Background: an optimization exercise with open tools, aiming at a short achievable clock period and few clock cycles. Do not read the settings as production practice.
At most, simulation tests tie the RTL to the original design; equivalence was not proved.
No functional check of the RTL was part of runs 1 to 5.
Power is estimated from default activity; no workload was simulated.

==> flow/design.v <==
module icache_nway_lru #(
   parameter int ADDR_W = 32,
   parameter int WAYS   = 4,
   parameter int SETS   = 4,
   parameter int WPL    = 2
) (
   input  logic                clk,
   input  logic                reset,
   input  logic                proc_req,
   input  logic [ADDR_W-1:0]   address_from_proc,
   input  logic                flush,
   output logic [31:0]         data_to_proc,
   output logic                proc_resp_valid,
   output logic                hit_miss,
   output logic                busy,
   output logic                ram_req,
   output logic [ADDR_W-1:0]   address_to_ram,
   input  logic [32*WPL-1:0]   data_from_ram,
   input  logic                ram_access_done
);
   localparam int WSEL_W = $clog2(WPL);
   localparam int OFF    = WSEL_W + 2;
   localparam int IDX_W  = $clog2(SETS);
   localparam int TAG_W  = ADDR_W - OFF - IDX_W;
   localparam int NPAIR  = WAYS * (WAYS - 1) / 2;
   localparam int HALF   = WAYS / 2;    
   logic [SETS-1:0][WAYS-1:0]                  valid_q;
   logic [SETS-1:0][WAYS-1:0][TAG_W-1:0]       tag_q;
   logic [SETS-1:0][WAYS-1:0][WPL-1:0][31:0]   line_q;
   logic [SETS-1:0][NPAIR-1:0]                 ord_q;
   logic [SETS-1:0][WAYS-1:0]                  vic_q;
   logic [ADDR_W-1:OFF]     addr_q;       
   logic [TAG_W-1:0]        req_tag_q;    
   logic [SETS-1:0]         req_set_q;    
   logic [WSEL_W-1:0]       req_word_q;
   logic [SETS-1:0][WAYS-1:0] hit_line_q;  
   logic                    req_a_q;      
   logic                    req_b_q;      
   logic                    resp_a_n_q;   
   logic                    resp_b_n_q;   
   logic                    hit_miss_q;
   logic                    flush_pend_q;  
   logic [31:0]             word_a_n_q;   
   logic [31:0]             word_b_n_q;
   logic refill;    
   logic resp;      
   assign refill = req_a_q && req_b_q;
   assign resp   = !(resp_a_n_q && resp_b_n_q);
   logic [TAG_W-1:0]          in_tag;
   logic [IDX_W-1:0]          in_idx;
   logic [WSEL_W-1:0]         in_word;
   logic [SETS-1:0]           in_set;
   logic                      accept;    
   logic                      lookup;    
   logic [SETS-1:0][WAYS-1:0] line_hit;
   logic                      hit_a;     
   logic                      hit_b;
   logic [31:0]               word_a;
   logic [31:0]               word_b;
   assign in_tag  = address_from_proc[ADDR_W-1:OFF+IDX_W];
   assign in_idx  = address_from_proc[OFF+IDX_W-1:OFF];
   assign in_word = address_from_proc[OFF-1:2];
   assign accept  = proc_req && !refill;
   assign lookup  = accept && !flush;
   always_comb begin
      for (int s = 0; s < SETS; s++)
         in_set[s] = (in_idx == IDX_W'(s));
   end
   always_comb begin
      for (int s = 0; s < SETS; s++)
         for (int w = 0; w < WAYS; w++)
            line_hit[s][w] = lookup && in_set[s] && valid_q[s][w] &&
                             (tag_q[s][w] == in_tag);
   end
   always_comb begin
      hit_a  = 1'b0;
      hit_b  = 1'b0;
      word_a = '0;
      word_b = '0;
      for (int s = 0; s < SETS; s++)
         for (int w = 0; w < WAYS; w++)
            if (w < HALF) begin
               hit_a  = hit_a || line_hit[s][w];
               word_a = word_a | ({32{line_hit[s][w]}} & line_q[s][w][in_word]);
            end else begin
               hit_b  = hit_b || line_hit[s][w];
               word_b = word_b | ({32{line_hit[s][w]}} & line_q[s][w][in_word]);
            end
   end
   logic              done;
   logic              upd;        
   logic [WAYS-1:0]   hit_way;    
   logic [WAYS-1:0]   cur_valid;
   logic [NPAIR-1:0]  cur_ord;
   logic [WAYS-1:0]   cur_vic;
   logic [WAYS-1:0]   acc;        
   logic [WAYS-1:0]   nxt_valid;
   logic [NPAIR-1:0]  nxt_ord;
   logic [WAYS-1:0]   lru;
   logic [WAYS-1:0]   nxt_vic;
   assign done = refill && ram_access_done;
   assign upd  = done || (resp && !hit_miss_q);
   always_comb begin
      hit_way = '0;
      for (int s = 0; s < SETS; s++)
         hit_way = hit_way | hit_line_q[s];
   end
   always_comb begin
      cur_valid = '0;
      cur_ord   = '0;
      cur_vic   = '0;
      for (int s = 0; s < SETS; s++)
         if (req_set_q[s]) begin
            cur_valid = cur_valid | valid_q[s];
            cur_ord   = cur_ord   | ord_q[s];
            cur_vic   = cur_vic   | vic_q[s];
         end
   end
   assign acc       = refill ? cur_vic : hit_way;
   assign nxt_valid = cur_valid | acc;
   always_comb begin
      int p;
      nxt_ord = cur_ord;
      p = 0;
      for (int i = 0; i < WAYS; i++)
         for (int j = i + 1; j < WAYS; j++) begin
            if (acc[i])      nxt_ord[p] = 1'b0;
            else if (acc[j]) nxt_ord[p] = 1'b1;
            p++;
         end
   end
   always_comb begin
      int p;
      lru = '1;
      p = 0;
      for (int i = 0; i < WAYS; i++)
         for (int j = i + 1; j < WAYS; j++) begin
            if (nxt_ord[p]) lru[j] = 1'b0;
            else            lru[i] = 1'b0;
            p++;
         end
   end
   always_comb begin
      logic found;
      nxt_vic = '0;
      found   = 1'b0;
      for (int w = 0; w < WAYS; w++)
         if (!nxt_valid[w] && !found) begin
            nxt_vic[w] = 1'b1;
            found      = 1'b1;
         end
      if (!found) nxt_vic = lru;
   end
   always_ff @(posedge clk) begin
      addr_q     <= address_from_proc[ADDR_W-1:OFF];
      hit_line_q <= line_hit;
      word_a_n_q <= refill ? ~data_from_ram[32*req_word_q +: 32] : ~word_a;
      word_b_n_q <= ~word_b;
      if (accept) begin
         req_tag_q  <= in_tag;
         req_set_q  <= in_set;
         req_word_q <= in_word;
      end
   end
   always_ff @(posedge clk) begin
      if (!reset) begin
         req_a_q      <= 1'b0;
         req_b_q      <= 1'b0;
         resp_a_n_q   <= 1'b1;
         resp_b_n_q   <= 1'b1;
         hit_miss_q   <= 1'b1;
         flush_pend_q <= 1'b0;
      end else begin
         resp_a_n_q <= !(hit_a || done);
         resp_b_n_q <= !hit_b;
         hit_miss_q <= refill;
         if (refill) begin
            req_a_q <= !ram_access_done;
            req_b_q <= !ram_access_done;
         end else begin
            req_a_q <= proc_req && !hit_a;
            req_b_q <= !hit_b;
         end
         if (done)                 flush_pend_q <= 1'b0;
         else if (refill && flush) flush_pend_q <= 1'b1;
      end
   end
   logic clear;
   assign clear = !reset || (flush && !refill) || (done && (flush || flush_pend_q));
   always_ff @(posedge clk) begin
      for (int s = 0; s < SETS; s++) begin
         if (clear) begin
            valid_q[s] <= '0;
            ord_q[s]   <= '0;
            vic_q[s]   <= WAYS'(1);
         end else if (upd && req_set_q[s]) begin
            valid_q[s] <= nxt_valid;
            ord_q[s]   <= nxt_ord;
            vic_q[s]   <= nxt_vic;
         end
      end
   end
   always_ff @(posedge clk) begin
      for (int s = 0; s < SETS; s++)
         for (int w = 0; w < WAYS; w++)
            if (reset && done && req_set_q[s] && vic_q[s][w]) begin
               tag_q[s][w]  <= req_tag_q;
               line_q[s][w] <= data_from_ram;
            end
   end
   assign data_to_proc    = ~(word_a_n_q & word_b_n_q);
   assign proc_resp_valid = resp;
   assign hit_miss        = hit_miss_q;
   assign busy            = refill;
   assign ram_req         = refill;
   assign address_to_ram  = {addr_q, OFF'(0)};
endmodule
==> flow/flow/run.sh <==
#!/bin/bash
# Standard layout, with timing repair aiming further below the clock period.
set -euo pipefail
bash standard.sh SETUP_SLACK_MARGIN=6 finish > orfs_make.log 2>&1
==> flow/config.mk <==
export PLATFORM = sky130hd
export DESIGN_NAME = icache_nway_lru
export DESIGN_NICKNAME = icache_nway_lru
export VERILOG_FILES = /design/flow/design.v
export SDC_FILE = /design/flow/constraint.sdc
export NUM_CORES = 8
export LEC_CHECK = 0
export ABC_CLOCK_PERIOD_IN_PS = 2000
export CAP_MARGIN = 20
export CORE_MARGIN = 2
export CORE_UTILIZATION = 40
export SETUP_SLACK_MARGIN = 5
export SLEW_MARGIN = 20
==> flow/constraint.sdc <==
create_clock -name core_clock -period 8.5 [get_ports {clk}]
set_input_delay 1.7000 -clock core_clock [delete_from_list [all_inputs] [get_ports {clk}]]
set_output_delay 1.7000 -clock core_clock [all_outputs]
set_load 0.01 [all_outputs]
==> flow/standard.sh <==
#!/bin/bash
# synth_recipe.tcl (not shown) runs the flow's synth.tcl, then flattens the netlist and writes it again
# the make line also repeats each setting of config.mk as NAME=value (left out here)
make -C /OpenROAD-flow-scripts/flow DESIGN_CONFIG=/design/flow/config.mk WORK_HOME=/design/flow/orfs CLKGATE_MAP_FILE= SYNTH_SCRIPT=/design/flow/synth_recipe.tcl "${@:-finish}"
==> qor.csv, run 1 <==
stage,metric,value,unit
worst_setup_path,setup.worst_path.end_class,output port,
yosys,synth.top_cells.by_area,"edfxtp_1 69%, mux2i_1 5.4%, dfxtp_1 5.3%",
flow_run,maxCapViolations,0,
timing,tightest_slew,1.347,ns
routing,firstDrtPassIters,6,
timing,max_freq,305.5,MHz
yosys,syn_area,65010,sq um
routing,drt_iter0_drc,7161,
final_layout,final_nets,4939,
yosys,synth_ff_type,edfxtp_1,
yosys,synth_seq_cells,1659,
timing,worst_slack,5.227,ns
yosys,synth_commonest_cells,"1488 x edfxtp_1, 375 x xnor2_1, 352 x mux2i_1",
global_routing,antenna_found_initial,11,
power_and_ir_drop,ir_worst_vdd,0.0002526,V
timing,rsz0062_at_grt,true,
worst_setup_path,worstPathArrival,1.57,ns
run_status,status,timing/DRC/antenna clean,
floorplan,fp-row-count,147,
worst_hold_path,hold_path.class,reg2reg,
routing,post_drt_wl_per_cell,37.45,um
final_layout,layout.cells.non_filler,7159,
floorplan,die_area,165800,sq um
timing,finalSetupTns,0,ns
placement,dp_cells,6101,
power_and_ir_drop,p_leak,31.70,nW
clock_network,clkTransAtPathRegs,0.06,ns
placement,place.gp.congestion,0.8247,
placement,hpwlAfterDp,95980,um
placement,portBuffers,163,
final_layout,layout-drive-gt1-share,40.10,%
timing,setup_viol,0,
clock_network,cts_buffers,173,
global_routing,grt_max_degree,73,
floorplan,io_pins,169,
worst_setup_path,crit_slowest_cell,dfxtp_4,
worst_setup_path,crit_family,flip-flops,
yosys,yosys_warnings,1,
final_layout,post-route-cell-area,92570,sq um
floorplan,die_x,407.1,um
timing,whs,0.4554,ns
clock_network,h-tree-depth,4,
yosys,synth-seq-area-share,74.00,%
clock_network,cts_tree,yes,
worst_setup_path,start_kind,flop,
global_routing,grt.total_usage,28.80,%
worst_setup_path,max_stage_delay,0.36,ns
routing,vias_per_cell,6.171,
routing,drt.antenna.violating_nets,0,
yosys,synthCells,3900,
routing,post-route-drc-count,0,
global_routing,grt_pass1_wl,330600,um
floorplan,core_area,160900,sq um
yosys,synth_edf_count,1488,
power_and_ir_drop,power.density_cell_area,191.5,nW/um^2
timing,finClkSkew,0.08925,ns
yosys,synthMostInstantiatedCell,edfxtp_1,
timing,slew_headroom,10.21,%
clock_network,insertion_delay,0.88,ns
worst_setup_path,crit_chain,nand2_8 > inv_12 > buf_8 > buf_6,
final_layout,area_growth,42.40,%
timing,period_needed,3.273,ns
yosys,syn_area_per_cell,16.67,sq um
global_routing,grt_overflow,0,
yosys,synth_cell_types,54,
timing,slew_viol_final,0,
clock_network,root_buffer,clkbuf_16,
timing,min_period_over_period,38.50,%
timing,final-hold-violation-count,0,
worst_setup_path,critPathRequiredTime,6.80,ns
clock_network,cts_hold_buf,0,
worst_setup_path,path_class,reg2out,
yosys,synth_top_area_cell,edfxtp_1,
floorplan,start_util,40.39,%
worst_setup_path,path_buf_inv,3,
placement,dp_slack,2.317,ns
floorplan,die_h,407.1,um
yosys,async_flop_share,0,%
global_routing,grt_pass1_vias,40390,
yosys,synth_top_area_share,68.74,%
routing,finalWirelength,268100,um
routing,vias,44180,
placement,place_area,69700,sq um
clock_network,cts.sinks,1659,
clock_network,clockBufferDepth,3,
worst_setup_path,critPathMaxFanout,2,
-- cells in the final DEF, fill, tap and decap left out, types with 26 or more instances in the layout --
cell type	n
mux2_2	192
buf_8	50
xnor2_1	281
clkdlybuf4s50_1	64
clkinv_1	28
nor4_4	32
nor2_1	32
nand2_2	31
and3_4	51
nand3_1	111
o22ai_4	54
nand3_2	60
buf_12	227
buf_16	114
dfxtp_1	116
xnor2_2	80
edfxtp_1	1488
o22ai_2	57
buf_4	193
nand2_1	100
dfxtp_2	41
buf_6	179
nand3_4	33
xor2_1	43
clkbuf_16	238
o2111ai_4	39
buf_2	26
mux2i_1	352
clkbuf_1	56
nand4_1	134
-- worst register-to-register path, cell delays in order (launching register included) --
cell	delay [ns]
dfxtp_1	0.88
a22oi_1	0.28
nand3_4	0.20
a21oi_4	0.08
or4_4	0.53
nor4_4	0.42
o32a_1	0.21
-- per-stage QoR --
| stage | util, % | total power, mW |
|---|---|---|
| 6_report | 57.52 | 17.72 |
| 5_1_grt | 57.50 | 18.05 |
| 4_1_cts | 54.03 | 17.58 |
| 3_5_place_dp | 43.31 | 9.870 |
| 3_3_place_gp | 43.28 | 9.863 |
| 2_1_floorplan | - | 9.516 |
-- power breakdown --
part	switching (mW)	total, mW	internal, mW
clock	3.34	7.68	4.34
sequential	0.0733	8.99	8.92
combinational	0.599	1.05	0.448
-- what timing repair did --
action                     in CTS  in global routing
setup buffers                 379                126
hold endpoints to repair        0                  0
cloned                        130                 87
setup endpoints to repair    1696               1281
gates resized for setup      1494                442
pin swaps                     239                139
-- routing by layer --
layer  global-route usage (%)  up-vias  share of wire, %
met1                    38.13    22470                35
met5                        0        -             0.087
li1                         -    17290                 -
met2                    43.38     3521                43
met4                    15.31       12               8.2
met3                    7.733      885                14
-- worst paths after layout --
path,from,end,slack [ns],cells past startpoint
setup / recovery,req_b_q,busy,5.23,4
setup reg to reg,vic_q[9],vic_q[0],5.84,6
hold reg to reg,ord_q[12],ord_q[12],0.46,2
hold / removal,ord_q[12],ord_q[12],0.46,2
-- layout make-up --
class	count	area (sq um)
diodes	9	22.52
clock buffers	245	4805
clock inverters	82	899.6
fillers	11400	68370
inverters	14	65.06
multi-input cells	2065	21380
flip-flops and latches	1659	48210
well taps	2160	2703
repair buffers	924	14470
repair inverters	1	8.758
-- sequential cells by signal, indices dropped and copies added (netlist names) --
| register | flops |
|---|---|
| addr_q | 29 |
| flush_pend_q | 1 |
| hit_line_q | 16 |
| hit_miss_q | 1 |
| line_q | 1024 |
| ord_q | 24 |
| req_a_q | 1 |
| req_b_q | 1 |
| req_set_q | 4 |
| req_tag_q | 27 |
| req_word_q | 1 |
| resp_a_n_q | 1 |
| resp_b_n_q | 1 |
| tag_q | 432 |
| valid_q | 16 |
| vic_q | 16 |
| word_a_n_q | 32 |
| word_b_n_q | 32 |
-- cells by family (layout without fill, tap and decap cells) --
group                  after synthesis  count (layout)  share of synthesized area, %
XOR/XNOR                           435             435                         5.861
multiplexers                       544             544                         8.746
AO/OA/AOI/OAI                      339             339                         3.688
AND/OR/NAND/NOR                    697             744                         5.982
buffers and inverters              225            1266                         1.715
flip-flops                        1659            1659                         74.00
other                                1              12                      0.005769
==> run 2: changes to the inputs <==
--- a/flow/config.mk
+++ b/flow/config.mk
@@ -9,5 +9,6 @@
 export CAP_MARGIN = 20
 export CORE_MARGIN = 2
 export CORE_UTILIZATION = 40
+export GPL_TIMING_DRIVEN = 1
 export SETUP_SLACK_MARGIN = 5
 export SLEW_MARGIN = 20
==> run 2 against run 1 <==
Compared with the run above:
- still clean on timing, DRC and antenna
- combinational power is essentially flat
- core utilization unchanged
- die area stayed put
- register-to-register slack about the same
- sequential cell count is the same
- synthesized area unchanged
- global-route usage did not move
- clock power about the same
- largest cell class unchanged
- largest power group unchanged
==> qor.csv, run 2 <==
stage,metric,value,unit,change
yosys,synth_cell_types,54,,unchanged
routing,finalWirelength,268100,um,unchanged
timing,rsz0062_at_grt,true,,
routing,drt_iter0_drc,7161,,unchanged
power_and_ir_drop,total_power,17.72,mW,unchanged
yosys,synth_top_area_cell,edfxtp_1,,
yosys,syn_area_per_cell,16.67,sq um,unchanged
global_routing,grt_overflow,0,,unchanged
floorplan,io_pins,169,,unchanged
routing,drt.antenna.violating_nets,0,,unchanged
worst_setup_path,worstPathArrival,1.57,ns,about the same
flow_run,maxCapViolations,0,,unchanged
floorplan,die_x,407.1,um,unchanged
yosys,synth_edf_count,1488,,unchanged
yosys,synth_commonest_cells,"1488 x edfxtp_1, 375 x xnor2_1, 352 x mux2i_1",,
yosys,synth.top_cells.by_area,"edfxtp_1 69%, mux2i_1 5.4%, dfxtp_1 5.3%",,
yosys,synthCells,3900,,unchanged
global_routing,grt_pass1_vias,40390,,unchanged
routing,vias,44180,,unchanged
yosys,async_flop_share,0,%,unchanged
timing,slew_headroom,10.21,%,unchanged
routing,post-route-drc-count,0,,unchanged
global_routing,antenna_found_initial,11,,unchanged
worst_setup_path,reg2reg_from,vic_q[9],,
floorplan,core_area,160900,sq um,unchanged
yosys,synth_seq_cells,1659,,unchanged
timing,slew_viol_final,0,,unchanged
yosys,synth_ff_type,edfxtp_1,,
final_layout,top_regs,"line_q x1024, tag_q x432",,
timing,setup_viol,0,,unchanged
routing,firstDrtPassIters,6,,unchanged
worst_setup_path,crit_start,req_b_q,,
run_status,status,timing/DRC/antenna clean,,
global_routing,grt_pass1_wl,330600,um,unchanged
routing,post_drt_wl_per_cell,37.45,um,unchanged
final_layout,final_nets,4939,,unchanged
clock_network,insertion_delay,0.88,ns,about the same
yosys,synth-seq-area-share,74.00,%,unchanged
final_layout,largest_register_ffs,1024,,unchanged
clock_network,clockBufferDepth,3,,unchanged
final_layout,layout_commonest_cell,edfxtp_1,,
yosys,yosys_warnings,1,,unchanged
worst_setup_path,path_class,reg2out,,
power_and_ir_drop,ir_worst_vdd,0.0002526,V,unchanged
clock_network,cts_tree,yes,,
timing,tightest_slew,1.347,ns,unchanged
placement,portBuffers,163,,unchanged
final_layout,final_cell_mix,"1488 x edfxtp_1, 352 x mux2i_1, 281 x xnor2_1",,
worst_setup_path,critPathCapture,busy,,
global_routing,grt.total_usage,28.80,%,unchanged
yosys,syn_area,65010,sq um,unchanged
final_layout,utilization,57.52,%,unchanged
worst_setup_path,start_kind,flop,,
timing,finClkSkew,0.08925,ns,unchanged
worst_setup_path,rrSetupSlack,5.84,ns,about the same
worst_hold_path,hold_path.class,reg2reg,,
yosys,synth_top_area_share,68.74,%,unchanged
global_routing,grt_max_degree,73,,unchanged
floorplan,start_util,40.39,%,unchanged
clock_network,cts_buffers,173,,unchanged
timing,finalSetupTns,0,ns,unchanged
timing,min_period_over_period,38.50,%,unchanged
worst_setup_path,setup.worst_path.end_class,output port,,
placement,place.gp.congestion,0.8247,,unchanged
yosys,synthMostInstantiatedCell,edfxtp_1,,
clock_network,h-tree-depth,4,,unchanged
timing,period_needed,3.273,ns,unchanged
timing,max_freq,305.5,MHz,unchanged
clock_network,clkTransAtPathRegs,0.06,ns,about the same
timing,whs,0.4554,ns,unchanged
routing,vias_per_cell,6.171,,unchanged
final_layout,top_register,line_q,,
floorplan,die_area,165800,sq um,unchanged
power_and_ir_drop,power.density_cell_area,191.5,nW/um^2,unchanged
worst_setup_path,critPathMaxFanout,2,,unchanged
floorplan,fp-row-count,147,,unchanged
clock_network,root_buffer,clkbuf_16,,
clock_network,cts.sinks,1659,,unchanged
final_layout,layout-drive-gt1-share,40.10,%,unchanged
worst_setup_path,critPathRequiredTime,6.80,ns,about the same
worst_setup_path,r2r_end,vic_q[0],,
placement,hpwlAfterDp,95980,um,unchanged
worst_setup_path,r2r_cells,6,,unchanged
floorplan,die_h,407.1,um,unchanged
timing,final-hold-violation-count,0,,unchanged
final_layout,area_growth,42.40,%,unchanged
power_and_ir_drop,p_leak,31.70,nW,unchanged
-- run 2: cell counts after synthesis --
No cell type changed its count.
-- run 2: cells by family after synthesis --
group	after synthesis	synth area share, %
DFF	1659	74.00
and+or+nand+nor	697	5.982
muxes	544	8.746
xor gates and xnor gates	435	5.861
AOI/OAI and AO/OA	339	3.688
buffers and inverters	225	1.715
other	1	0.005769
-- run 2: metrics by stage --
stage,setup slack [ns],cells,instance area (sq um)
6_report,5.227,7159,92570
5_1_grt,5.202,7150,92540
4_1_cts,5.189,6937,86950
3_5_place_dp,2.317,6101,69700
3_3_place_gp,2.348,6099,69660
2_1_floorplan,4.604,3902,65940
-- run 2: worst min path at each step --
stage,from,slack [ns],to,cells past startpoint
2_1_floorplan,ord_q[12],0.44,ord_q[12],2
3_3_place_gp,ord_q[16],0.44,ord_q[16],2
3_5_place_dp,ord_q[5],0.45,ord_q[5],2
4_1_cts,ord_q[5],0.45,ord_q[5],2
5_1_grt,ord_q[21],0.47,ord_q[21],2
6_report,ord_q[12],0.46,ord_q[12],2
-- run 2: what timing repair did --
| item | CTS | global route |
|---|---|---|
| pin swaps | 239 | 139 |
| setup endpoints to repair | 1696 | 1281 |
| buffers inserted | 379 | 126 |
| gates cloned | 130 | 87 |
| hold buffers | 0 | 0 |
| resized for setup | 1494 | 442 |
-- run 2: cell type report --
class | count | area, sq um
clock inverters | 82 | 899.6
well taps | 2160 | 2703
inverters | 14 | 65.06
flip-flops and latches | 1659 | 48210
repair buffers | 924 | 14470
repair inverters | 1 | 8.758
clock buffers | 245 | 4805
diodes | 9 | 22.52
fillers | 11400 | 68370
multi-input cells | 2065 | 21380
-- run 2: metal layers --
metal  GRT usage [%]  part of all wire, %  routed length (um)  up-vias
li1                -                    -                   -    17290
met1           38.13                   35               93290    22470
met2           43.38                   43              114500     3521
met3           7.733                   14               38100      885
met4           15.31                  8.2               22020       12
met5               0                0.087                 233        -
-- run 2: worst max-delay path: stages (launching register included) --
cell,delay [ns]
dfxtp_4,0.36
nand2_8,0.10
inv_12,0.04
buf_8,0.12
buf_6,0.11
-- run 2: where the power goes --
group	switching, mW	total [mW]	internal [mW]	leakage, nW
combinational	0.599	1.05	0.448	14.2
sequential	0.0733	8.99	8.92	14.8
clock	3.34	7.68	4.34	2.77
total	4.01	17.7	13.7	31.7
==> run 3: changes to the inputs <==
--- a/flow/config.mk
+++ b/flow/config.mk
@@ -8,7 +8,6 @@
 export ABC_CLOCK_PERIOD_IN_PS = 2000
 export CAP_MARGIN = 20
 export CORE_MARGIN = 2
-export CORE_UTILIZATION = 40
-export GPL_TIMING_DRIVEN = 1
+export CORE_UTILIZATION = 65
 export SETUP_SLACK_MARGIN = 5
 export SLEW_MARGIN = 20
==> run 3 against run 2 <==
Compared with the run above:
- final area shrank 4.3%
- register-to-register slack about the same
- critical path type is now in2reg
- the layout now fails its checks (max-capacitance violations, max-slew violations)
- critical path depth increased by 7
- combinational power is essentially flat
- die area shrank 38%
- clock skew down 0.040 ns
- count of clock-buffer cells in the layout down 11
- largest power group unchanged
- core utilization grew 31 points
- maximum frequency fell by 3.7%
- sequential power about the same
- synthesized area is the same
- final cell count is 14% lower
==> qor.csv, run 3 <==
stage,metric,value,unit,change
run_status,status,"complete, but fails checks",,
run_status,check-failures,"max-capacitance violations, max-slew violations",,
worst_setup_path,setup.worst_path.end_class,flop,,
yosys,synth_compound_area_share,3.688,%,unchanged
global_routing,grt_pass1_vias,43080,,+6.7%
yosys,synth_top_area_cell,edfxtp_1,,
power_and_ir_drop,power.density_cell_area,194.3,nW/um^2,+1.5%
routing,drt.antenna.violating_nets,0,,unchanged
routing,post_drt_wl_per_cell,44.19,um,+18%
yosys,synthXorXnorAreaFrac,5.861,%,unchanged
timing,finalSetupTns,0,ns,unchanged
final_layout,final_nets,4822,,-2.4%
clock_network,root_buffer,clkbuf_16,,
routing,routed.top_layer,met5,,
final_layout,top_regs,"line_q x1024, tag_q x432",,
worst_setup_path,crit_slowest_cell,o22ai_2,,
yosys,synth_edf_count,1488,,unchanged
final_layout,final_cell_mix,"1488 x edfxtp_1, 352 x mux2i_1, 274 x xnor2_1",,
final_layout,layout_commonest_cell,edfxtp_1,,
power_and_ir_drop,p_comb_share,6.2,%,+0.3 points
worst_setup_path,path_class,in2reg,,
power_and_ir_drop,p_sw,3.912,mW,-2.5%
floorplan,die_h,320.2,um,-21%
routing,wl_met3,49940,um,+31%
timing,period_needed,3.400,ns,+0.1273 ns
worst_hold_path,holdPathStages,2,,unchanged
routing,firstDrtPassIters,7,,+1
floorplan,fp-row-count,116,,-21%
timing,max_freq,294.1,MHz,-3.7%
global_routing,grt.total_usage,47.08,%,+18 points
worst_setup_path,worst_path_most_repeated_cell,buf_12,,
worst_setup_path,crit_family,buffers and inverters,,
final_layout,fillCellCount,3521,,-69%
floorplan,die_x,320.2,um,-21%
clock_network,clkTransAtPathRegs,0.06,ns,about the same
placement,dp_cells,5250,,-14%
clock_network,cts_buffers,163,,-5.8%
routing,vias_per_cell,7.621,,+23%
yosys,synth_top_family_by_area,multiplexers,,
worst_setup_path,crit_chain,buf_6 > buf_12 > buf_12 > buf_4 > xnor2_1 > nand4_1 > nor4_2 > nand2_2 > buf_12 > o22ai_2 > o41ai_1,,
yosys,synth.top_cells.by_area,"edfxtp_1 69%, mux2i_1 5.4%, dfxtp_1 5.3%",,
power_and_ir_drop,p_clk_share,41.5,%,-1.8 points
worst_setup_path,worstPathArrival,4.04,ns,+2.47 ns
global_routing,grt_overflow,0,,unchanged
floorplan,start_util,65.29,%,+25 points
worst_setup_path,r2r_cells,8,,+2
worst_setup_path,start_kind,input port,,
yosys,synthMostInstantiatedCell,edfxtp_1,,
timing,slew_headroom,-4.207,%,-14 points
final_layout,layout-drive-gt1-share,38.49,%,-1.6 points
clock_network,cts.sinks,1659,,unchanged
power_and_ir_drop,seq_power_share,52.4,%,+1.7 points
timing,final-hold-violation-count,0,,unchanged
yosys,synthCells,3900,,unchanged
placement,portBuffers,163,,unchanged
yosys,synthAdderAreaFrac,0,%,unchanged
yosys,synth_ff_type,edfxtp_1,,
worst_setup_path,critPathRequiredTime,9.14,ns,+2.34 ns
clock_network,insertion_delay,0.83,ns,-0.05 ns
floorplan,io_pins,169,,unchanged
floorplan,die_area,102600,sq um,-38%
timing,setup_viol,0,,unchanged
timing,worst_slack,5.100,ns,-0.1273 ns
worst_setup_path,path_buf_inv,5,,+2
placement,place.gp.congestion,0.8820,,+6.9%
yosys,synth_cell_types,54,,unchanged
clock_network,cts_tree,yes,,
timing,rsz0062_at_grt,true,,
clock_network,clockBufferDepth,3,,unchanged
final_layout,multi_input_area,20930,sq um,-2.1%
clock_network,h-tree-depth,4,,unchanged
yosys,yosys_warnings,1,,unchanged
power_and_ir_drop,p_leak,30.51,nW,-3.8%
yosys,syn_area,65010,sq um,unchanged
worst_setup_path,max_stage_delay,0.37,ns,about the same
yosys,synth_seq_cells,1659,,unchanged
final_layout,top_register,line_q,,
yosys,synth.area.mux_share,8.746,%,unchanged
routing,vias,47060,,+6.5%
timing,tightest_slew,1.563,ns,+0.2163 ns
timing,min_period_over_period,40.00,%,+1.5 points
yosys,synth_commonest_cells,"1488 x edfxtp_1, 375 x xnor2_1, 352 x mux2i_1",,
yosys,synthSimpleGateAreaFrac,5.982,%,unchanged
routing,wl_met1,80550,um,-14%
routing,drt_iter0_drc,9079,,+27%
yosys,synth_top_area_share,68.74,%,unchanged
routing,wl_met2,114200,um,-0.23%
timing,finClkSkew,0.04949,ns,-0.03976 ns
final_layout,area_growth,36.21,%,
timing,slew_viol_final,34,,+34
yosys,syn_area_per_cell,16.67,sq um,unchanged
final_layout,seq_area,48230,sq um,about the same
routing,finalWirelength,272900,um,+1.8%
final_layout,layout.cells.non_filler,6175,,-14%
floorplan,core_area,99570,sq um,-38%
worst_hold_path,hold_path.class,reg2reg,,
power_and_ir_drop,swShare,22.74,%,+0.092 points
global_routing,grt_pass1_wl,329800,um,-0.21%
worst_setup_path,path_depth,11,,+7
routing,post-route-drc-count,0,,unchanged
final_layout,largest_register_ffs,1024,,unchanged
placement,dp_slack,2.377,ns,+0.06049 ns
flow_run,maxCapViolations,2,,+2
worst_setup_path,critPathMaxFanout,33,,+31
power_and_ir_drop,p_int,13.29,mW,-3.0%
yosys,synth-seq-area-share,74.00,%,unchanged
placement,hpwlAfterDp,96440,um,+0.48%
global_routing,antenna_found_initial,22,,+11
power_and_ir_drop,ir_worst_vdd,0.0002516,V,-0.40%
yosys,async_flop_share,0,%,unchanged
global_routing,grt_max_degree,77,,+5.5%
run 3: changes by cell type in the layout (fill, tap and decap cells not counted), sizes merged:
cell and change:
and2 +2, bufinv -8, clkinv -10, buf -99, and3 +21, clkdlybuf4s15 +1
diode +17, clkbuf -45, clkinvlp +1, bufbuf +2, inv -4
run 3: cell families (layout without fill, tap and decap cells):
family	count (synthesis)	count (layout)
other	1	29
multiplexers	544	544
AND/OR/NAND/NOR	697	767
XOR/XNOR	435	435
AO/OA/AOI/OAI	339	339
flip-flops	1659	1659
buffers and inverters	225	1104
run 3: layout make-up:
type	count	area share, %
flip-flops and latches	1659	54.47
diodes	26	0.07348
clock buffers	234	5.271
repair inverters	1	0.009892
inverters	14	0.08761
clock inverters	61	0.4550
repair buffers	794	14.16
well taps	1298	1.834
multi-input cells	2088	23.64
run 3: through the flow:
stage / total power [mW] / util [%] / cell area (sq um) / hold WS (ns)
finish: 17.21 / 88.93 / 88540 / 0.4622
global route: 17.41 / 88.87 / 88480 / 0.4769
CTS: 16.83 / 84.96 / 84590 / 0.4590
global placement: 9.827 / 68.92 / 68620 / 0.4403
detailed placement: 9.852 / 69.00 / 68700 / 0.4510
floorplan: 9.516 / - / 65940 / 0.4360
run 3: power by group through the flow:
stage	clock network (mW)	logic [mW]	registers, mW
3_3_place_gp	0	0.639	9.19
5_1_grt	7.35	1.06	9.00
3_5_place_dp	0	0.668	9.18
4_1_cts	6.92	0.909	9.00
6_report	7.13	1.06	9.02
2_1_floorplan	0	0.391	9.13
run 3: tightest hold or removal path: stages, from the launching register on:
cell,delay [ns]
dfxtp_1,0.31
nand2_1,0.05
a21oi_1,0.05
run 3: final timing paths:
kind / slack [ns] / start / endpoint
worst max-delay path: 5.10 / address_from_proc[18] / word_a_n_q[14]
worst max register to register: 5.84 / tag_q[21] / word_a_n_q[24]
worst min-delay path: 0.46 / ord_q[6] / ord_q[6]
worst min register to register: 0.46 / ord_q[6] / ord_q[6]
run 3: what timing repair did:
action,CTS,global route
buffers inserted,326,73
gates cloned,146,57
pin swaps,236,118
hold buffers,0,0
gates resized for setup,1440,369
endpoints found under the setup margin,1690,1242
run 3: per-layer routing:
metal	track usage (%)	vias to the layer above
li1	-	17080
met3	16.09	1740
met4	31.78	12
met1	60.30	22850
met2	68.54	5386
met5	0	-
==> run 4: changes to the inputs <==
--- a/flow/config.mk
+++ b/flow/config.mk
@@ -8,6 +8,7 @@
 export ABC_CLOCK_PERIOD_IN_PS = 2000
 export CAP_MARGIN = 20
 export CORE_MARGIN = 2
-export CORE_UTILIZATION = 65
+export CORE_UTILIZATION = 50
+export PLACE_DENSITY = 0.7
 export SETUP_SLACK_MARGIN = 5
 export SLEW_MARGIN = 20
==> run 4 against run 3 <==
Compared with the run above:
- setup slack worse by 0.020 ns
- largest cell class unchanged
- global-route usage is 12 points lower
- the run now finishes clean
- largest power group unchanged
- sequential power hardly changed
- clock power is 4.5% higher
- combinational power hardly changed
- clock skew is 0.0063 ns higher
- highest routed layer unchanged
- die area is 30% higher
==> qor.csv, run 4 <==
stage,metric,value,unit,change
run_status,status,timing/DRC/antenna clean,,
worst_hold_path,hold_path.class,reg2reg,,
floorplan,io_pins,169,,unchanged
placement,portBuffers,163,,unchanged
floorplan,die_h,364.6,um,+14%
clock_network,clkTransAtPathRegs,0.07,ns,about the same
global_routing,grt_overflow,0,,unchanged
worst_setup_path,worstPathArrival,4.12,ns,+0.08 ns
global_routing,grt.total_usage,35.12,%,-12 points
timing,tightest_slew,1.341,ns,-0.2217 ns
yosys,async_flop_share,0,%,unchanged
clock_network,cts.sinks,1659,,unchanged
yosys,synth_edf_count,1488,,unchanged
power_and_ir_drop,power.density_cell_area,197.3,nW/um^2,+1.5%
yosys,syn_area,65010,sq um,unchanged
worst_setup_path,path_class,in2reg,,
power_and_ir_drop,p_leak,30.23,nW,-0.90%
final_layout,utilization,68.58,%,-20 points
routing,finalWirelength,268200,um,-1.7%
final_layout,final_nets,4776,,-0.95%
clock_network,root_buffer,clkbuf_16,,
worst_setup_path,setup.worst_path.end_class,flop,,
global_routing,grt_pass1_wl,320300,um,-2.9%
floorplan,core_area,129300,sq um,+30%
final_layout,layout_commonest_cell,edfxtp_1,,
worst_setup_path,reg2reg_from,tag_q[253],,
floorplan,die_area,132900,sq um,+30%
global_routing,grt_pass1_vias,41180,,-4.4%
timing,period_needed,3.421,ns,+0.02035 ns
routing,drt.antenna.violating_nets,0,,unchanged
clock_network,clockBufferDepth,3,,unchanged
worst_setup_path,rrSetupSlack,5.71,ns,-0.13 ns
timing,setup_viol,0,,unchanged
timing,max_freq,292.4,MHz,-0.60%
final_layout,area_growth,36.44,%,
yosys,synth_top_area_share,68.74,%,unchanged
routing,vias,45430,,-3.5%
final_layout,top_register,line_q,,
yosys,synth_top_area_cell,edfxtp_1,,
yosys,synthCells,3900,,unchanged
routing,post_drt_wl_per_cell,40.83,um,-7.6%
global_routing,antenna_found_initial,18,,-18%
timing,final-hold-violation-count,0,,unchanged
yosys,yosys_warnings,1,,unchanged
clock_network,h-tree-depth,4,,unchanged
final_layout,final_cell_mix,"1488 x edfxtp_1, 352 x mux2i_1, 275 x xnor2_1",,
floorplan,die_x,364.6,um,+14%
clock_network,cts_hold_buf,0,,unchanged
routing,post-route-drc-count,0,,unchanged
flow_run,maxCapViolations,0,,-2
yosys,synth.top_cells.by_area,"edfxtp_1 69%, mux2i_1 5.4%, dfxtp_1 5.3%",,
timing,whs,0.4562,ns,-0.005973 ns
clock_network,insertion_delay,0.85,ns,+0.02 ns
timing,slew_headroom,10.57,%,+15 points
floorplan,start_util,50.27,%,-15 points
yosys,synth_ff_type,edfxtp_1,,
timing,slew_viol_final,0,,-100%
yosys,syn_area_per_cell,16.67,sq um,unchanged
clock_network,cts_buffers,163,,unchanged
floorplan,fp-row-count,132,,+14%
yosys,synth_commonest_cells,"1488 x edfxtp_1, 375 x xnor2_1, 352 x mux2i_1",,
timing,rsz0062_at_grt,true,,
yosys,synthMostInstantiatedCell,edfxtp_1,,
yosys,synth_cell_types,54,,unchanged
yosys,synth-seq-area-share,74.00,%,unchanged
placement,hpwlAfterDp,92540,um,-4.0%
routing,drt_iter0_drc,8460,,-6.8%
worst_hold_path,worstHoldStart,ord_q[18],,
worst_setup_path,critPathRequiredTime,9.20,ns,+0.06 ns
routing,firstDrtPassIters,6,,-1
final_layout,top_regs,"line_q x1024, tag_q x432",,
timing,finClkSkew,0.05574,ns,+0.006258 ns
final_layout,layout-drive-gt1-share,38.48,%,about the same
power_and_ir_drop,ir_worst_vdd,0.0002287,V,-9.1%
timing,min_period_over_period,40.24,%,+0.24 points
timing,finalSetupTns,0,ns,unchanged
worst_setup_path,crit_start,address_from_proc[21],,
routing,vias_per_cell,6.917,,-9.2%
worst_setup_path,critPathMaxFanout,8,,-76%
clock_network,cts_tree,yes,,
yosys,synth_seq_cells,1659,,unchanged
global_routing,grt_max_degree,91,,+18%
placement,place.gp.congestion,0.8572,,-2.8%
worst_setup_path,start_kind,input port,,
final_layout,largest_register_ffs,1024,,unchanged
-- run 4: cell counts after synthesis --
No cell type changed its count.
-- run 4: final timing paths --
kind	end	cells past startpoint
setup / recovery	word_a_n_q[16]	10
hold reg to reg	ord_q[18]	2
hold / removal	ord_q[18]	2
setup reg to reg	word_a_n_q[16]	9
-- run 4: metal layers --
metal,global-route usage [%],vias to the layer above,share of wire [%]
li1,-,16920,-
met1,44.84,22400,31
met2,51.18,4755,42
met3,12.22,1345,18
met4,22.55,15,9.2
met5,0,-,0.084
-- run 4: stage by stage --
| stage | power (mW) | cells | area [sq um] | setup slack (ns) |
|---|---|---|---|---|
| final | 17.50 | 6568 | 88690 | 5.079 |
| after global routing | 17.77 | 6559 | 88670 | 5.094 |
| after CTS | 17.19 | 6421 | 84290 | 5.321 |
| after detailed placement | 9.848 | 5685 | 69140 | 2.243 |
| after global placement | 9.837 | 5685 | 69140 | 2.242 |
| after floorplan | 9.516 | 3902 | 65940 | 4.604 |
-- run 4: worst max-delay path: stages --
cell and delay [ns]:
buf_2 0.16, buf_12 0.17, buf_12 0.15, xnor2_1 0.24, nand4_1 0.21, nor4_4 0.39, nand2_4 0.32, clkbuf_16 0.34
o22ai_1 0.26, o41ai_1 0.14
-- run 4: where the power goes --
group	leakage (nW)	internal, mW	switching [mW]	total, mW
registers	14.8	8.92	0.0873	9.01
logic	12.8	0.436	0.607	1.04
clock network	2.62	4.14	3.31	7.45
-- run 4: final cells by class --
class | instances | area, sq um
sequential | 1659 | 48220
antenna | 10 | 25.02
timing repair buffer | 766 | 11290
fill | 7361 | 40630
tap | 1742 | 2180
multi-input combinational | 2070 | 21530
clock buffer | 231 | 4519
clock inverter | 75 | 847.1
timing repair inverter | 1 | 8.758
inverter | 14 | 73.82
-- run 4: cell families (layout without fill, tap and decap cells) --
kind of cell / Yosys count / in the layout / synth area share (%)
xor gates and xnor gates: 435 / 435 / 5.861
other: 1 / 13 / 0.005769
AOI/OAI and AO/OA: 339 / 339 / 3.688
DFF: 1659 / 1659 / 74.00
muxes: 544 / 544 / 8.746
buffers and inverters: 225 / 1087 / 1.715
and+or+nand+nor: 697 / 749 / 5.982
-- run 4: timing repair --
action                     in CTS  in global routing
setup buffers                 322                 83
gates resized for setup      1384                431
setup endpoints to repair    1692                869
cloned                        108                 54
pin swaps                     206                131
==> run 5: changes to the inputs <==
--- a/flow/design.v
+++ b/flow/design.v
@@ -2,7 +2,8 @@
    parameter int ADDR_W = 32,
    parameter int WAYS   = 4,
    parameter int SETS   = 4,
-   parameter int WPL    = 2
+   parameter int WPL    = 2,
+   parameter int TDUP   = 2
 ) (
    input  logic                clk,
    input  logic                reset,
@@ -25,10 +26,17 @@
    localparam int NPAIR  = WAYS * (WAYS - 1) / 2;
    localparam int HALF   = WAYS / 2;    
    logic [SETS-1:0][WAYS-1:0]                  valid_q;
-   logic [SETS-1:0][WAYS-1:0][TAG_W-1:0]       tag_q;
+   logic [TDUP-1:0][SETS-1:0][WAYS-1:0][TAG_W-1:0] tag_q;
    logic [SETS-1:0][WAYS-1:0][WPL-1:0][31:0]   line_q;
    logic [SETS-1:0][NPAIR-1:0]                 ord_q;
    logic [SETS-1:0][WAYS-1:0]                  vic_q;
+   logic [TDUP-1:0][TAG_W-1:0] tag_mask;
+   for (genvar gk = 0; gk < TDUP; gk++) begin : g_tag_mask_k
+      for (genvar gb = 0; gb < TAG_W; gb++) begin : g_tag_mask_b
+         assign tag_mask[gk][gb] = (gk == 1) || (gk == 2 && gb % 2 == 0) ||
+                                   (gk == 3 && gb % 2 == 1);
+      end
+   end
    logic [ADDR_W-1:OFF]     addr_q;       
    logic [TAG_W-1:0]        req_tag_q;    
    logic [SETS-1:0]         req_set_q;    
@@ -66,12 +74,15 @@
       for (int s = 0; s < SETS; s++)
          in_set[s] = (in_idx == IDX_W'(s));
    end
-   always_comb begin
-      for (int s = 0; s < SETS; s++)
-         for (int w = 0; w < WAYS; w++)
-            line_hit[s][w] = lookup && in_set[s] && valid_q[s][w] &&
-                             (tag_q[s][w] == in_tag);
-   end
+   logic [TDUP-1:0][SETS-1:0][WAYS-1:0] line_hit_k;
+   always_comb begin
+      for (int k = 0; k < TDUP; k++)
+         for (int s = 0; s < SETS; s++)
+            for (int w = 0; w < WAYS; w++)
+               line_hit_k[k][s][w] = lookup && in_set[s] && valid_q[s][w] &&
+                                     ((tag_q[k][s][w] ^ tag_mask[k]) == in_tag);
+   end
+   assign line_hit = line_hit_k[0];
    always_comb begin
       hit_a  = 1'b0;
       hit_b  = 1'b0;
@@ -79,13 +90,16 @@
       word_b = '0;
       for (int s = 0; s < SETS; s++)
          for (int w = 0; w < WAYS; w++)
-            if (w < HALF) begin
-               hit_a  = hit_a || line_hit[s][w];
-               word_a = word_a | ({32{line_hit[s][w]}} & line_q[s][w][in_word]);
-            end else begin
-               hit_b  = hit_b || line_hit[s][w];
-               word_b = word_b | ({32{line_hit[s][w]}} & line_q[s][w][in_word]);
-            end
+            for (int b = 0; b < 32; b++)
+               if (w < HALF) begin
+                  if (b == 0) hit_a = hit_a || line_hit_k[0][s][w];
+                  word_a[b] = word_a[b] ||
+                              (line_hit_k[b * TDUP / 32][s][w] && line_q[s][w][in_word][b]);
+               end else begin
+                  if (b == 0) hit_b = hit_b || line_hit_k[TDUP-1][s][w];
+                  word_b[b] = word_b[b] ||
+                              (line_hit_k[b * TDUP / 32][s][w] && line_q[s][w][in_word][b]);
+               end
    end
    logic              done;
    logic              upd;        
@@ -204,7 +218,8 @@
       for (int s = 0; s < SETS; s++)
          for (int w = 0; w < WAYS; w++)
             if (reset && done && req_set_q[s] && vic_q[s][w]) begin
-               tag_q[s][w]  <= req_tag_q;
+               for (int k = 0; k < TDUP; k++)
+                  tag_q[k][s][w] <= req_tag_q ^ tag_mask[k];
                line_q[s][w] <= data_from_ram;
             end
    end
--- a/flow/config.mk
+++ b/flow/config.mk
@@ -8,7 +8,6 @@
 export ABC_CLOCK_PERIOD_IN_PS = 2000
 export CAP_MARGIN = 20
 export CORE_MARGIN = 2
-export CORE_UTILIZATION = 50
-export PLACE_DENSITY = 0.7
+export CORE_UTILIZATION = 40
 export SETUP_SLACK_MARGIN = 5
 export SLEW_MARGIN = 20
==> run 5 against run 4 <==
Compared with the run above:
- still clean on timing, DRC and antenna
- synthesized cell count is 40% higher
- clock power is 32% higher
- sequential power is 25% higher
- routed wire length is 28% higher
- die area is 64% higher
- clock skew is 0.019 ns higher
- via count is 29% higher
- count of clock-buffer cells in the layout is 62 higher
- final area is 29% higher
- highest routed layer unchanged
==> qor.csv, run 5 <==
stage,metric,value,unit,change
yosys,synth_ff_type,edfxtp_1,,
yosys,synth_commonest_cells,"1920 x edfxtp_1, 456 x xnor2_1, 408 x xor2_1",,
worst_setup_path,start_kind,flop,,
timing,slew_viol_final,0,,unchanged
final_layout,top_register,line_q,,
timing,final-hold-violation-count,0,,unchanged
yosys,async_flop_share,0,%,unchanged
power_and_ir_drop,power.density_cell_area,199.1,nW/um^2,+0.90%
final_layout,final_cell_mix,"1920 x edfxtp_1, 421 x xnor2_1, 389 x xor2_1",,
final_layout,top_regs,"line_q x1024, tag_q x864",,
global_routing,grt_pass1_wl,451200,um,+41%
timing,finClkSkew,0.07458,ns,+0.01884 ns
floorplan,start_util,40.11,%,-10 points
final_layout,final_nets,6463,,+35%
yosys,synth_cell_types,63,,+17%
worst_setup_path,crit_start,req_a_q,,
routing,drt_iter0_drc,9356,,+11%
worst_setup_path,path_class,reg2out,,
clock_network,root_buffer,clkbuf_16,,
timing,slew_headroom,6.355,%,-4.2 points
routing,post_drt_wl_per_cell,36.41,um,-11%
placement,hpwlAfterDp,159200,um,+72%
clock_network,cts_buffers,216,,+33%
timing,tightest_slew,1.405,ns,+0.06323 ns
yosys,yosys_warnings,1,,unchanged
global_routing,grt_pass1_vias,54240,,+32%
clock_network,cts.sinks,2091,,+26%
timing,rsz0062_at_grt,true,,
worst_setup_path,setup.worst_path.end_class,output port,,
yosys,synthCells,5476,,+40%
final_layout,largest_register_ffs,1024,,unchanged
placement,portBuffers,163,,unchanged
timing,period_needed,3.221,ns,-0.1993 ns
placement,place.gp.congestion,0.8544,,-0.33%
timing,setup_viol,0,,unchanged
floorplan,io_pins,169,,unchanged
yosys,syn_area_per_cell,15.67,sq um,-6.0%
clock_network,h-tree-depth,4,,unchanged
worst_setup_path,worstPathArrival,1.52,ns,-2.60 ns
worst_hold_path,worstHoldStart,ord_q[5],,
final_layout,layout-drive-gt1-share,35.51,%,-3.0 points
power_and_ir_drop,p_leak,38.06,nW,+26%
global_routing,antenna_found_initial,18,,unchanged
worst_setup_path,critPathMaxFanout,3,,-5
worst_hold_path,holdPathStages,2,,unchanged
worst_setup_path,r2r_cells,7,,-2
run_status,status,timing/DRC/antenna clean,,
worst_setup_path,reg2reg_from,req_a_q,,
yosys,synth_edf_count,1920,,+29%
routing,vias_per_cell,6.219,,-10%
worst_setup_path,critPathRequiredTime,6.80,ns,-2.40 ns
global_routing,grt.total_usage,30.18,%,-4.9 points
routing,firstDrtPassIters,5,,-1
timing,worst_slack,5.279,ns,+0.1993 ns
clock_network,clockBufferDepth,3,,unchanged
global_routing,grt_max_degree,70,,-23%
yosys,synth_top_area_share,67.17,%,-1.6 points
yosys,synth_top_area_cell,edfxtp_1,,
worst_hold_path,hold_path.class,reg2reg,,
floorplan,die_x,467.2,um,+28%
clock_network,insertion_delay,0.88,ns,+0.03 ns
flow_run,maxCapViolations,0,,unchanged
yosys,syn_area,85830,sq um,+32%
floorplan,fp-row-count,170,,+29%
yosys,synthMostInstantiatedCell,edfxtp_1,,
power_and_ir_drop,ir_worst_vdd,0.0002170,V,-5.1%
yosys,synth.top_cells.by_area,"edfxtp_1 67%, xnor2_1 4.7%, mux2_2 4.2%",,
routing,vias,58420,,+29%
yosys,synth_seq_cells,2091,,+26%
placement,dp_slack,2.859,ns,+0.6162 ns
clock_network,cts_tree,yes,,
global_routing,grt_overflow,0,,unchanged
yosys,synth-seq-area-share,71.16,%,-2.8 points
routing,drt.antenna.violating_nets,0,,unchanged
timing,max_freq,310.4,MHz,+6.2%
clock_network,clkTransAtPathRegs,0.06,ns,about the same
timing,finalSetupTns,0,ns,unchanged
routing,post-route-drc-count,0,,unchanged
routing,finalWirelength,342000,um,+28%
placement,place_area,92060,sq um,+33%
final_layout,area_growth,32.91,%,
worst_setup_path,rrSetupSlack,5.82,ns,+0.11 ns
floorplan,die_h,467.2,um,+28%
final_layout,layout_commonest_cell,edfxtp_1,,
final_layout,post-route-cell-area,114100,sq um,+29%
timing,min_period_over_period,37.90,%,-2.3 points
floorplan,core_area,214000,sq um,+65%
floorplan,die_area,218300,sq um,+64%
[run 5: cell types whose count changed in the layout (fill, tap and decap cells not counted), moves of 124 or more]
cell      previous run  this run
buf_4              187       311
edfxtp_1          1488      1920
mux2_2             192       320
mux2i_1            352       192
nand3_1            109       241
nor4_1              14       213
nor4_2               7       151
xnor2_1            275       421
xor2_1              41       389
[run 5: where the power goes]
group          switching (mW)  internal, mW
Combinational           0.986         0.610
Clock                    4.15          5.65
Sequential             0.0339          11.3
[run 5: per-stage QoR]
stage	util, %	total power [mW]	std cells	hold WS, ns
5_1_grt	53.30	23.16	9387	0.4738
2_1_floorplan	-	12.14	5478	0.4360
3_5_place_dp	43.02	12.64	8378	0.4460
4_1_cts	51.71	22.60	9282	0.4542
6_report	53.31	22.71	9393	0.4519
3_3_place_gp	43.00	12.63	8375	0.4413
[run 5: routing by layer]
metal	global-route usage [%]	wire length, um	up-vias
li1	-	-	23010
met1	40.73	126500	29980
met2	43.98	147900	4482
met3	9.129	47510	923
met4	15.39	19960	12
met5	0	97	-
[run 5: area by class of cell]
class                      count  area (sq um)
inverter                      44         187.7
tap                         2838          3551
timing repair inverter         1         7.507
sequential                  2091         61190
clock inverter               111          1296
clock buffer                 293          6036
fill                       16930         99910
timing repair buffer         943         13670
antenna                        7         17.52
multi-input combinational   3065         28120
[run 5: cell families after synthesis]
group / share of synthesized area (%)
AND/OR/NAND/NOR: 8.929
multiplexers: 6.438
other: 0.004369
AO/OA/AOI/OAI: 2.430
XOR/XNOR: 8.817
flip-flops: 71.16
buffers and inverters: 2.219
[run 5: worst max-delay path, cell delays in order (launching register included)]
cell and delay [ns]:
dfxtp_4 0.36, nand2_4 0.10, clkinv_8 0.06, buf_6 0.12
[run 5: what timing repair did]
item | in CTS | in global routing
setup buffers | 397 | 85
gates cloned | 103 | 18
endpoints found under the setup margin | 2141 | 945
pin swaps | 317 | 197
resized for setup | 1445 | 390
hold buffers | 0 | 0
[run 5: worst paths after layout]
| path | endpoint |
|---|---|
| worst min-delay path | ord_q[5] |
| worst max register to register | vic_q[14] |
| worst min register to register | ord_q[5] |
| worst max-delay path | ram_req |
==> run 6: changes to the inputs <==
--- a/flow/design.v
+++ b/flow/design.v
@@ -3,7 +3,7 @@
    parameter int WAYS   = 4,
    parameter int SETS   = 4,
    parameter int WPL    = 2,
-   parameter int TDUP   = 2
+   parameter int TDUP   = 4
 ) (
    input  logic                clk,
    input  logic                reset,
==> run 6 against run 5 <==
Compared with the run above:
- setup slack worse by 0.0062 ns
- count of clock-buffer cells in the layout rose by 18
- critical path type unchanged
- critical endpoint unchanged
- global-route usage fell by 7.3 points
==> qor.csv, run 6 <==
stage,metric,value,unit,change
final_layout,final_cell_mix,"1920 x edfxtp_1, 474 x mux2i_1, 429 x xor2_1",,
global_routing,grt_pass1_wl,341600,um,-24%
clock_network,cts.sinks,2091,,unchanged
timing,rsz0062_at_grt,true,,
yosys,synth_cell_types,64,,+1.6%
timing,max_freq,309.8,MHz,-0.19%
routing,vias_per_cell,5.588,,-10%
timing,min_period_over_period,37.97,%,+0.073 points
worst_setup_path,reg2reg_from,req_b_q,,
worst_setup_path,worstPathArrival,1.53,ns,about the same
final_layout,layout_commonest_cell,edfxtp_1,,
timing,period_needed,3.227,ns,+0.006210 ns
yosys,synth_commonest_cells,"1920 x edfxtp_1, 474 x mux2i_1, 442 x xor2_1",,
yosys,synth-seq-area-share,74.27,%,+3.1 points
placement,place.gp.congestion,0.8131,,-4.8%
global_routing,antenna_found_initial,16,,-2
worst_setup_path,r2r_cells,11,,+4
timing,slew_headroom,25.20,%,+19 points
clock_network,clkTransAtPathRegs,0.06,ns,about the same
placement,hpwlAfterDp,124800,um,-22%
flow_run,maxCapViolations,0,,unchanged
worst_hold_path,hold_path.class,reg2reg,,
yosys,synth.top_cells.by_area,"edfxtp_1 70%, mux2i_1 5.8%, xor2_1 4.7%",,
routing,finalWirelength,247000,um,-28%
floorplan,io_pins,169,,unchanged
worst_setup_path,critPathMaxFanout,3,,unchanged
worst_setup_path,crit_slowest_cell,dfxtp_2,,
global_routing,grt_pass1_vias,45600,,-16%
clock_network,cts_tree,yes,,
final_layout,area_growth,27.59,%,
yosys,synthMostInstantiatedCell,edfxtp_1,,
final_layout,seq_area,61160,sq um,about the same
worst_hold_path,holdPathStages,2,,unchanged
timing,final-hold-violation-count,0,,unchanged
final_layout,largest_register_ffs,1024,,unchanged
final_layout,final_nets,5684,,-12%
floorplan,core_area,204600,sq um,-4.4%
yosys,synth_edf_count,1920,,unchanged
final_layout,top_regs,"line_q x1024, tag_q x864",,
clock_network,clockBufferDepth,3,,unchanged
yosys,async_flop_share,0,%,unchanged
routing,drt.antenna.violating_nets,0,,unchanged
yosys,synth_top_area_share,70.10,%,+2.9 points
final_layout,fillCellCount,16150,,-4.6%
routing,vias,47290,,-19%
worst_hold_path,worstHoldStart,ord_q[8],,
timing,tightest_slew,1.122,ns,-0.2827 ns
placement,dp_cells,7577,,-9.6%
clock_network,h-tree-depth,4,,unchanged
power_and_ir_drop,p_leak,36.16,nW,-5.0%
routing,post_drt_wl_per_cell,29.19,um,-20%
placement,portBuffers,163,,unchanged
worst_setup_path,r2r_end,word_a_n_q[6],,
final_layout,layout-drive-gt1-share,28.03,%,-7.5 points
global_routing,grt_max_degree,86,,+23%
routing,firstDrtPassIters,6,,+1
worst_setup_path,crit_start,req_b_q,,
worst_setup_path,critPathRequiredTime,6.80,ns,about the same
yosys,synthCells,4815,,-12%
final_layout,layout.cells.non_filler,8463,,-9.9%
global_routing,grt_overflow,0,,unchanged
yosys,syn_area_per_cell,17.08,sq um,+9.0%
power_and_ir_drop,power.density_cell_area,206.7,nW/um^2,+3.8%
worst_setup_path,setup.worst_path.end_class,output port,,
yosys,synth_seq_cells,2091,,unchanged
worst_hold_path,whs_endpoint,ord_q[8],,
timing,setup_viol,0,,unchanged
clock_network,insertion_delay,0.88,ns,about the same
floorplan,die_h,457.4,um,-2.1%
worst_setup_path,crit_chain,nand2_4 > inv_8 > buf_6,,
final_layout,top_register,line_q,,
worst_setup_path,max_stage_delay,0.35,ns,about the same
floorplan,die_x,457.4,um,-2.1%
yosys,yosys_warnings,1,,unchanged
floorplan,fp-row-count,166,,-2.4%
yosys,synth_top_area_cell,edfxtp_1,,
routing,post-route-drc-count,0,,unchanged
final_layout,multi_input_area,23550,sq um,-16%
timing,slew_viol_final,0,,unchanged
yosys,synth_ff_type,edfxtp_1,,
run_status,status,timing/DRC/antenna clean,,
power_and_ir_drop,ir_worst_vdd,0.0002140,V,-1.4%
worst_setup_path,start_kind,flop,,
timing,finalSetupTns,0,ns,unchanged
worst_setup_path,rrSetupSlack,5.96,ns,+0.14 ns
clock_network,root_buffer,clkbuf_16,,
worst_setup_path,path_class,reg2out,,
floorplan,die_area,209300,sq um,-4.1%
floorplan,start_util,40.20,%,+0.089 points
yosys,syn_area,82240,sq um,-4.2%
global_routing,grt.total_usage,22.88,%,-7.3 points
clock_network,cts_buffers,212,,-1.9%
routing,drt_iter0_drc,5366,,-43%
timing,finClkSkew,0.06147,ns,-0.01311 ns
[run 6: cell types whose count changed after synthesis, sizes merged, moves of 34 or more]
| cell | before | now |
|---|---|---|
| clkbuf | 121 | 50 |
| mux2 | 320 | 70 |
| mux2i | 192 | 474 |
| nand2 | 151 | 194 |
| nand3 | 260 | 54 |
| nand4 | 102 | 175 |
| nor2 | 39 | 81 |
| nor3 | 315 | 33 |
| nor4 | 391 | 69 |
| o221ai | 0 | 42 |
| o22a | 3 | 42 |
| o22ai | 39 | 112 |
| xnor2 | 456 | 422 |
| xor2 | 408 | 442 |
[run 6: worst max-delay path by stage]
| stage | end | slack (ns) | cells after the start |
|---|---|---|---|
| 6_report | ram_req | 5.27 | 3 |
| 5_1_grt | ram_req | 5.23 | 3 |
| 4_1_cts | ram_req | 5.21 | 3 |
| 3_5_place_dp | word_a_n_q[22] | 2.59 | 8 |
| 3_3_place_gp | word_a_n_q[24] | 2.51 | 9 |
| 2_1_floorplan | word_b_n_q[0] | 5.04 | 9 |
[run 6: per-stage QoR]
stage | hold slack [ns] | instance area, sq um | setup WS [ns] | utilization [%] | total power, mW
6_report | 0.4587 | 104900 | 5.273 | 51.29 | 21.68
5_1_grt | 0.4780 | 104900 | 5.232 | 51.28 | 22.23
4_1_cts | 0.4576 | 102500 | 5.213 | 50.12 | 21.72
3_5_place_dp | 0.4495 | 87520 | 2.590 | 42.78 | 12.43
3_3_place_gp | 0.4416 | 87470 | 2.515 | 42.76 | 12.42
2_1_floorplan | 0.4356 | 83690 | 5.041 | - | 12.08
[run 6: what timing repair did]
action / 4_1_cts / 5_1_grt
buffers inserted: 314 / 101
endpoints found under the setup margin: 2082 / 399
hold buffers: 0 / 0
gates cloned: 59 / 6
pin swaps: 274 / 177
gates resized for setup: 1157 / 256
[run 6: kinds of logic after synthesis]
group	Yosys count	synth area share (%)
other cells	1	0.004560
compound gates	391	3.569
mux	544	6.727
simple gates	672	4.319
flops	2091	74.27
buf+inv	252	1.912
xor+xnor	864	9.201
[run 6: layout make-up]
| type | count | share of cell area, % |
|---|---|---|
| clock inverter | 85 | 0.8228 |
| clock buffer | 311 | 5.707 |
| inverter | 42 | 0.1789 |
| sequential | 2091 | 58.29 |
| multi-input combinational | 2503 | 22.44 |
| antenna | 10 | 0.02385 |
| timing repair inverter | 2 | 0.01312 |
| tap | 2688 | 3.205 |
| timing repair buffer | 731 | 9.321 |
[run 6: layer usage]
| layer | part of all wire, % | vias up | track usage [%] |
|---|---|---|---|
| met2 | 47 | 2165 | 36.10 |
| met4 | 3.7 | 2 | 8.462 |
| met5 | 0.0077 | - | 0 |
| met3 | 8.0 | 424 | 3.789 |
| li1 | - | 20140 | - |
| met1 | 42 | 24570 | 31.88 |
[run 6: where the power goes]
group | internal [mW] | total (mW) | switching (mW)
clock | 5.12 | 9.14 | 4.02
sequential | 11.3 | 11.3 | 0.0394
combinational | 0.520 | 1.23 | 0.714
[run 6: worst max-delay path, delay by kind of cell (launching register included)]
family / cells / cell delay [ns]
buf+inv: 2 / 0.21
flops: 1 / 0.35
simple gates: 1 / 0.08
Testbench counts of run 6, summed over its fixed seeds: cycles 44,675.
==> run 7: changes to the inputs <==
==> flow/flow/run.sh (replaced) <==
#!/bin/bash
# Standard layout, with timing repair aiming further below the clock period.
set -euo pipefail
bash standard.sh SETUP_SLACK_MARGIN=6 MATCH_CELL_FOOTPRINT=0 finish > orfs_make.log 2>&1
==> run 7 against run 6 <==
Compared with the run above:
- sequential power about the same
- combinational power about the same
- power increased by 0.99%
- count of clock-buffer cells in the layout shrank 13
- synthesized area is the same
- register-to-register slack improved by 0.03 ns
- first-iteration DRC count grew 2.4%
- die area unchanged
- maximum frequency down 2.8%
- non-clock buffer count up 55
- critical endpoint unchanged
- largest cell class unchanged
==> qor.csv, run 7 <==
stage,metric,value,unit,change
final_layout,post-route-cell-area,106000,sq um,+0.99%
floorplan,io_pins,169,,unchanged
yosys,synth-seq-area-share,74.27,%,unchanged
routing,drt.antenna.violating_nets,0,,unchanged
worst_setup_path,critPathMaxFanout,3,,unchanged
clock_network,h-tree-depth,4,,unchanged
power_and_ir_drop,swShare,21.97,%,-0.024 points
power_and_ir_drop,seq_power_share,51.7,%,-0.5 points
global_routing,grt_pass1_vias,45880,,+0.62%
yosys,syn_area,82240,sq um,unchanged
power_and_ir_drop,p_leak,36.61,nW,+1.2%
floorplan,core_area,204600,sq um,unchanged
routing,drt_iter0_drc,5495,,+2.4%
floorplan,die_area,209300,sq um,unchanged
yosys,synth_seq_cells,2091,,unchanged
routing,post-route-drc-count,0,,unchanged
placement,dp_slack,2.531,ns,-0.05888 ns
flow_run,maxCapViolations,0,,unchanged
power_and_ir_drop,p_comb_share,5.6,%,about the same
clock_network,clockBufferDepth,3,,unchanged
worst_setup_path,rrSetupSlack,5.99,ns,+0.03 ns
routing,finalWirelength,251200,um,+1.7%
clock_network,cts_tree,yes,,
yosys,synth_edf_count,1920,,unchanged
timing,period_needed,3.320,ns,+0.09297 ns
final_layout,largest_register_ffs,1024,,unchanged
worst_hold_path,worstHoldStart,ord_q[9],,
final_layout,final_cell_mix,"1920 x edfxtp_1, 474 x mux2i_1, 431 x xor2_1",,
yosys,synthMostInstantiatedCell,edfxtp_1,,
clock_network,insertion_delay,0.88,ns,about the same
final_layout,top_regs,"line_q x1024, tag_q x864",,
power_and_ir_drop,p_sw,4.811,mW,+0.88%
yosys,yosys_warnings,1,,unchanged
routing,firstDrtPassIters,8,,+2
timing,rsz0062_at_grt,true,,
yosys,synthCells,4815,,unchanged
final_layout,top_register,line_q,,
yosys,syn_area_per_cell,17.08,sq um,unchanged
final_layout,fillCellCount,16160,,+0.062%
worst_setup_path,start_kind,flop,,
timing,slew_headroom,33.00,%,+7.8 points
power_and_ir_drop,total_power,21.90,mW,+0.99%
power_and_ir_drop,p_int,17.09,mW,+1.0%
yosys,synth_ff_type,edfxtp_1,,
timing,min_period_over_period,39.06,%,+1.1 points
clock_network,cts.sinks,2091,,unchanged
final_layout,layout.cells.non_filler,8513,,+0.59%
clock_network,cts_buffers,210,,-0.94%
worst_setup_path,critPathRequiredTime,6.80,ns,about the same
clock_network,cts_hold_buf,0,,unchanged
yosys,synth_cell_types,64,,unchanged
timing,setup_viol,0,,unchanged
yosys,synth_top_area_cell,edfxtp_1,,
worst_setup_path,crit_start,req_b_q,,
clock_network,root_buffer,clkbuf_16,,
floorplan,die_x,457.4,um,unchanged
worst_setup_path,r2r_cells,8,,-3
clock_network,clkTransAtPathRegs,0.07,ns,about the same
timing,finalSetupTns,0,ns,unchanged
worst_setup_path,reg2reg_from,req_set_q[2],,
timing,tightest_slew,1.005,ns,-0.1169 ns
timing,slew_viol_final,0,,unchanged
placement,portBuffers,163,,unchanged
timing,final-hold-violation-count,0,,unchanged
placement,place_area,87450,sq um,about the same
timing,worst_slack,5.180,ns,-0.09297 ns
yosys,synth_top_area_share,70.10,%,unchanged
worst_hold_path,hold_path.class,reg2reg,,
final_layout,final_nets,5734,,+0.88%
yosys,synth.top_cells.by_area,"edfxtp_1 70%, mux2i_1 5.8%, xor2_1 4.7%",,
power_and_ir_drop,ir_worst_vdd,0.0002167,V,+1.2%
power_and_ir_drop,power.density_cell_area,206.7,nW/um^2,about the same
worst_setup_path,worstPathArrival,1.62,ns,+0.09 ns
global_routing,grt_pass1_wl,347800,um,+1.8%
worst_hold_path,holdPathStages,2,,unchanged
floorplan,fp-row-count,166,,unchanged
final_layout,layout_commonest_cell,edfxtp_1,,
timing,finClkSkew,0.1016,ns,+0.04010 ns
run_status,status,timing/DRC/antenna clean,,
global_routing,grt.total_usage,23.33,%,+0.45 points
power_and_ir_drop,p_clk_share,42.7,%,+0.6 points
timing,whs,0.4612,ns,+0.002526 ns
worst_setup_path,critPathCapture,ram_req,,
placement,place.gp.congestion,0.8050,,-1.0%
placement,dp_cells,7574,,-0.040%
final_layout,layout-drive-gt1-share,29.22,%,+1.2 points
worst_setup_path,path_class,reg2out,,
worst_setup_path,setup.worst_path.end_class,output port,,
final_layout,utilization,51.80,%,+0.51 points
global_routing,grt_max_degree,91,,+5.8%
worst_setup_path,r2r_end,vic_q[2],,
routing,vias,47590,,+0.62%
floorplan,die_h,457.4,um,unchanged
final_layout,area_growth,28.85,%,
global_routing,grt_overflow,0,,unchanged
routing,post_drt_wl_per_cell,29.51,um,+1.1%
yosys,synth_commonest_cells,"1920 x edfxtp_1, 474 x mux2i_1, 442 x xor2_1",,
global_routing,antenna_found_initial,16,,unchanged
routing,vias_per_cell,5.590,,about the same
floorplan,start_util,40.20,%,unchanged
timing,max_freq,301.2,MHz,-2.8%
yosys,async_flop_share,0,%,unchanged
placement,hpwlAfterDp,125600,um,+0.61%
run 7: cell counts after synthesis:
Identical to the previous run, type by type.
run 7: cell type report:
type	count	area (sq um)	share of cell area, %
sequential	2091	61170	57.72
multi-input combinational	2502	23880	22.53
timing repair buffer	786	10300	9.725
clock buffer	298	5888	5.557
tap	2688	3363	3.174
clock inverter	99	1166	1.100
inverter	42	183.9	0.1736
antenna	7	17.52	0.01653
run 7: cells by family (layout without fill, tap and decap cells):
logic type	Yosys count	count (layout)	share of synthesized area [%]
flops	2091	2091	74.27
simple gates	672	700	4.319
mux	544	544	6.727
compound gates	391	391	3.569
other cells	1	10	0.004560
xor+xnor	864	864	9.201
buf+inv	252	1225	1.912
run 7: how the worst min path moves through the flow:
| stage | slack (ns) | endpoint |
|---|---|---|
| after global routing | 0.47 | ord_q[16] |
| after CTS | 0.46 | ord_q[18] |
| final | 0.46 | ord_q[9] |
| after global placement | 0.44 | ord_q[18] |
| after detailed placement | 0.45 | ord_q[18] |
| after floorplan | 0.44 | ord_q[12] |
run 7: metal layers:
metal / global-route usage (%) / vias to the layer above / wire [um]
met4: 7.687 / 8 / 9477
met1: 32.68 / 24870 / 105200
met5: 0 / - / 48
li1: - / 20190 / -
met3: 4.108 / 431 / 20030
met2: 36.86 / 2083 / 116400
run 7: timing repair:
action,4_1_cts,5_1_grt
gates cloned,58,7
endpoints found under the setup margin,2125,579
setup buffers,345,125
pin swaps,308,171
resized for setup,1194,276
run 7: critical path: stages, from the launching register on:
cell and delay, ns:
dfxtp_2 0.33, nand2_4 0.08, clkinv_4 0.06, buf_12 0.14, buf_6 0.12
run 7: power groups by stage:
stage                     Clock [mW]  Combinational (mW)  Sequential [mW]
after CTS                       9.45                1.16             11.3
after global placement             0               0.896             11.5
after floorplan                    0               0.559             11.5
final                           9.35                1.23             11.3
after global routing            9.87                1.29             11.3
after detailed placement           0               0.902             11.5
